This design comes from an exercise in tuning for small area, a short achievable clock period and few clock cycles per item on the open sky130 flow, not from production work. The RTL was checked by simulation tests, not by an equivalence proof against the original design.

==> v23: inputs <==
==> flow/design.v <==
module pipe_prefix_adder #(
  parameter int WIDTH     = 68,
  parameter int REG_EVERY = 2,
  parameter int TAG_W     = 4,
  parameter int BLK       = 5,
  parameter int EB        = 4
) (
  input  logic             clk,
  input  logic             rst,
  input  logic             in_valid,
  output logic             in_ready,
  input  logic [WIDTH-1:0] a,
  input  logic [WIDTH-1:0] b,
  input  logic             cin,
  input  logic             op,
  input  logic [TAG_W-1:0] tag,
  output logic             out_valid,
  input  logic             out_ready,
  output logic [WIDTH-1:0] sum,
  output logic             cout,
  output logic             ovf,
  output logic             zero,
  output logic [TAG_W-1:0] tag_o
);
  localparam int NB  = (WIDTH + BLK - 1) / BLK;    
  localparam int TLO = (NB - 1) * BLK;             
  function automatic integer lg2(input integer v);
    integer r;
    r = 0;
    while ((1 << r) < v) r = r + 1;
    lg2 = r;
  endfunction
  logic [WIDTH-1:0] bx, p, g, s0_d;
  logic             c0;
  assign bx = op ? ~b : b;
  assign c0 = op | cin;
  assign p  = a ^ bx;
  assign g  = a & bx;
  logic [NB-1:0] eg, ep;
  logic          g_top_d;
  assign eg[0] = c0;
  assign ep[0] = 1'b0;
  for (genvar j = 0; j < NB; j++) begin : g_blk
    localparam int LO = j * BLK;
    localparam int HI = (LO + BLK < WIDTH) ? LO + BLK - 1 : WIDTH - 1;
    localparam int N  = HI - LO + 1;
    logic [N:0] lc;    
    logic [N:0] gc;    
    if (j == 0) begin : g_ci
      assign lc[0] = c0;
    end else begin : g_cz
      assign lc[0] = 1'b0;
    end
    assign gc[0] = 1'b0;
    for (genvar i = 0; i < N; i++) begin : g_bit
      assign lc[i+1] = g[LO+i] | (p[LO+i] & lc[i]);
      assign gc[i+1] = g[LO+i] | (p[LO+i] & gc[i]);
    end
    assign s0_d[HI:LO] = p[HI:LO] ^ lc[N-1:0];
    if (j < NB - 1) begin : g_el
      assign eg[j+1] = gc[N];
      assign ep[j+1] = &p[HI:LO];
    end else begin : g_top
      assign g_top_d = gc[N];
    end
  end
  localparam int LV = lg2(NB);
  logic [NB-1:0] pg [LV+1];
  logic [NB-1:0] pp [LV+1];
  assign pg[0] = eg;
  assign pp[0] = ep;
  for (genvar l = 0; l < LV; l++) begin : g_pl
    for (genvar j = 0; j < NB; j++) begin : g_pj
      if (((j >> l) & 1) == 1) begin : g_cmb
        assign pg[l+1][j] = pg[l][j] | (pp[l][j] & pg[l][((j >> l) << l) - 1]);
        assign pp[l+1][j] = pp[l][j] & pp[l][((j >> l) << l) - 1];
      end else begin : g_pass
        assign pg[l+1][j] = pg[l][j];
        assign pp[l+1][j] = pp[l][j];
      end
    end
  end
  logic z_d;
  assign z_d = ~|(p ^ {a[WIDTH-2:0] | bx[WIDTH-2:0], c0});
  logic [WIDTH-1:0] r_d;
  for (genvar j = 0; j < NB; j++) begin : g_early
    localparam int LO = j * BLK;
    localparam int HI = (LO + BLK < WIDTH) ? LO + BLK - 1 : WIDTH - 1;
    if (j == 0 || j >= EB) begin : g_keep
      assign r_d[HI:LO] = s0_d[HI:LO];
    end else begin : g_fin
      for (genvar i = LO; i <= HI; i++) begin : g_bit
        if (i == LO) begin : g_lo
          assign r_d[i] = s0_d[i] ^ pg[LV][j];
        end else begin : g_hi
          assign r_d[i] = s0_d[i] ^ (pg[LV][j] & (&s0_d[i-1:LO]));
        end
      end
    end
  end
  logic             load;
  logic [WIDTH-1:0] s0_q;
  logic [NB-1:EB]   bc_q;
  logic             g_top_q, p_top_q;
  assign load     = ~out_valid | out_ready;
  assign in_ready = load;
  always_ff @(posedge clk or posedge rst) begin
    if (rst) out_valid <= 1'b0;
    else if (load) out_valid <= in_valid;
  end
  always_ff @(posedge clk) begin
    if (load) begin
      s0_q    <= r_d;
      bc_q    <= pg[LV][NB-1:EB];
      g_top_q <= g_top_d;
      p_top_q <= p[WIDTH-1];
      tag_o   <= tag;
      zero    <= z_d;
    end
  end
  logic [NB-1:0] ones;
  for (genvar j = 0; j < NB; j++) begin : g_sum
    localparam int LO = j * BLK;
    localparam int HI = (LO + BLK < WIDTH) ? LO + BLK - 1 : WIDTH - 1;
    assign ones[j] = &s0_q[HI:LO];
    if (j < EB) begin : g_b0
      assign sum[HI:LO] = s0_q[HI:LO];
    end else begin : g_bj
      for (genvar i = LO; i <= HI; i++) begin : g_bit
        if (i == LO) begin : g_lo
          assign sum[i] = s0_q[i] ^ bc_q[j];
        end else begin : g_hi
          assign sum[i] = s0_q[i] ^ (bc_q[j] & (&s0_q[i-1:LO]));
        end
      end
    end
  end
  assign cout = g_top_q | (bc_q[NB-1] & ones[NB-1]);
  assign ovf  = sum[WIDTH-1] ^ p_top_q ^ cout;
endmodule
==> flow/flow/run.sh <==
#!/bin/bash
# The standard layout, with these changes:
#  - synthesis skips the full/half-adder extraction (ADDER_MAP_FILE empty),
#    leaving all arithmetic to abc; it is otherwise the standard synthesis;
#  - each port gets a buf_1 as its port buffer;
#  - clock tree synthesis adds no dummy loads.
# Each step's output goes to its own log in this folder.
set -e
export BUFFER_PORTS_ARGS="-buffer_cell sky130_fd_sc_hd__buf_1"
ADDER_MAP_FILE= bash standard.sh synth > synth.log 2>&1
bash standard.sh finish "CTS_ARGS=-sink_clustering_enable -repair_clock_nets -buf_list sky130_fd_sc_hd__clkbuf_8 -dont_use_dummy_load -sink_clustering_size 30 -sink_clustering_max_diameter 200 -sink_clustering_levels 1" > standard.log 2>&1
==> flow/standard.sh <==
#!/bin/bash
# synth_recipe.tcl (not shown) runs the flow's synth.tcl, then flattens the netlist and writes it again
# the make line also repeats each setting of config.mk as NAME=value (left out here)
make -C /OpenROAD-flow-scripts/flow DESIGN_CONFIG=/design/flow/config.mk WORK_HOME=/design/flow/orfs CLKGATE_MAP_FILE= SYNTH_SCRIPT=/design/flow/synth_recipe.tcl "${@:-finish}"
==> flow/config.mk <==
export PLATFORM = sky130hd
export DESIGN_NAME = pipe_prefix_adder
export DESIGN_NICKNAME = pipe_prefix_adder
export VERILOG_FILES = /design/flow/design.v
export SDC_FILE = /design/flow/constraint.sdc
export NUM_CORES = 4
export LEC_CHECK = 0
export ABC_AREA = 1
export CAP_MARGIN = 20
export CORE_MARGIN = 2
export CORE_UTILIZATION = 40
export CTS_BUF_LIST = sky130_fd_sc_hd__clkbuf_8
export CTS_CLUSTER_SIZE = 30
export SETUP_SLACK_MARGIN = 1.8
export SLEW_MARGIN = 20
==> flow/constraint.sdc <==
create_clock -name core_clock -period 4.5 [get_ports {clk}]
set_input_delay 0.9000 -clock core_clock [delete_from_list [all_inputs] [get_ports {clk}]]
set_output_delay 0.9000 -clock core_clock [all_outputs]
set_load 0.01 [all_outputs]
==> v17: changes against v23 <==
--- a/flow/design.v
+++ b/flow/design.v
@@ -71,9 +71,9 @@
   assign pp[0] = ep;
   for (genvar l = 0; l < LV; l++) begin : g_pl
     for (genvar j = 0; j < NB; j++) begin : g_pj
-      if (((j >> l) & 1) == 1) begin : g_cmb
-        assign pg[l+1][j] = pg[l][j] | (pp[l][j] & pg[l][((j >> l) << l) - 1]);
-        assign pp[l+1][j] = pp[l][j] & pp[l][((j >> l) << l) - 1];
+      if (j >= (1 << l)) begin : g_cmb
+        assign pg[l+1][j] = pg[l][j] | (pp[l][j] & pg[l][j-(1<<l)]);
+        assign pp[l+1][j] = pp[l][j] & pp[l][j-(1<<l)];
       end else begin : g_pass
         assign pg[l+1][j] = pg[l][j];
         assign pp[l+1][j] = pp[l][j];
==> flow/flow/run.sh (replaced) <==
#!/bin/bash
# The standard layout, with two changes:
#  - synthesis skips the full/half-adder extraction (ADDER_MAP_FILE empty),
#    leaving all arithmetic to abc; it is otherwise the standard synthesis;
#  - each port gets a buf_1 as its port buffer.
set -e
export BUFFER_PORTS_ARGS="-buffer_cell sky130_fd_sc_hd__buf_1"
ADDER_MAP_FILE= bash standard.sh synth > synth.log 2>&1
bash standard.sh > standard.log 2>&1
Settings changed: SETUP_SLACK_MARGIN 1.8 to 1.65.
==> results.toml <==
[status]
outcome = "no timing/DRC/antenna violations"

[sta]
hold-worst-slack_ns = 0.316
tightest_slew_ns = 0.524
period_share = 0.591

[pwr]
finalPower_mw = 2.87

[cells_and_area]
clkCellAreaFrac = 0.0190
-- figures above: v17

==> results.toml <==
[sta]
hold-worst-slack_ns = 0.337
tightest_slew_ns = 0.484
period_share = 0.577

[status]
outcome = "no timing/DRC/antenna violations"

[critical_path]
rrSetupSlack_ns = 2.85

[cells_and_area]
clkCellAreaFrac = 0.0130
multi_input_gates = 831
-- figures above: v23

Testbench counts of v23, summed over its fixed seeds: cycles 24,008, items 24,000.
Testbench counts of v17, summed over its fixed seeds: cycles 24,008, items 24,000.

[afterwards: timing with drivers on the ports]
The results above use ideal ports. As a check the final layouts listed here were re-extracted and re-timed, cells and wires unchanged. Step 1 sets driving cells, clkbuf_16 on the clock port and buf_2 on the other inputs (assumed; they add their load-dependent delay and slew). Step 2 adds t to the input delays and takes it off the output delays; t is the mean of the earliest and latest rising clock arrival at the registers after step 1. Input paths then give back, and output paths get back, about the clock's delay inside the block. Slacks: ideal ports / drivers / drivers and shift; pairs: ideal ports / drivers.
run	t, ns	setup slack, ns	latest minus earliest clock arrival (ns)
v23	0.409	1.905 / 1.861 / 1.471	0.025 / 0.025
v17	0.414	1.841 / 1.799 / 1.476	0.013 / 0.014
After both steps setup and hold are still met in every run listed. The setup slack of v23, which loses most, moves by -0.044 ns with the drivers and by -0.434 ns with both steps.
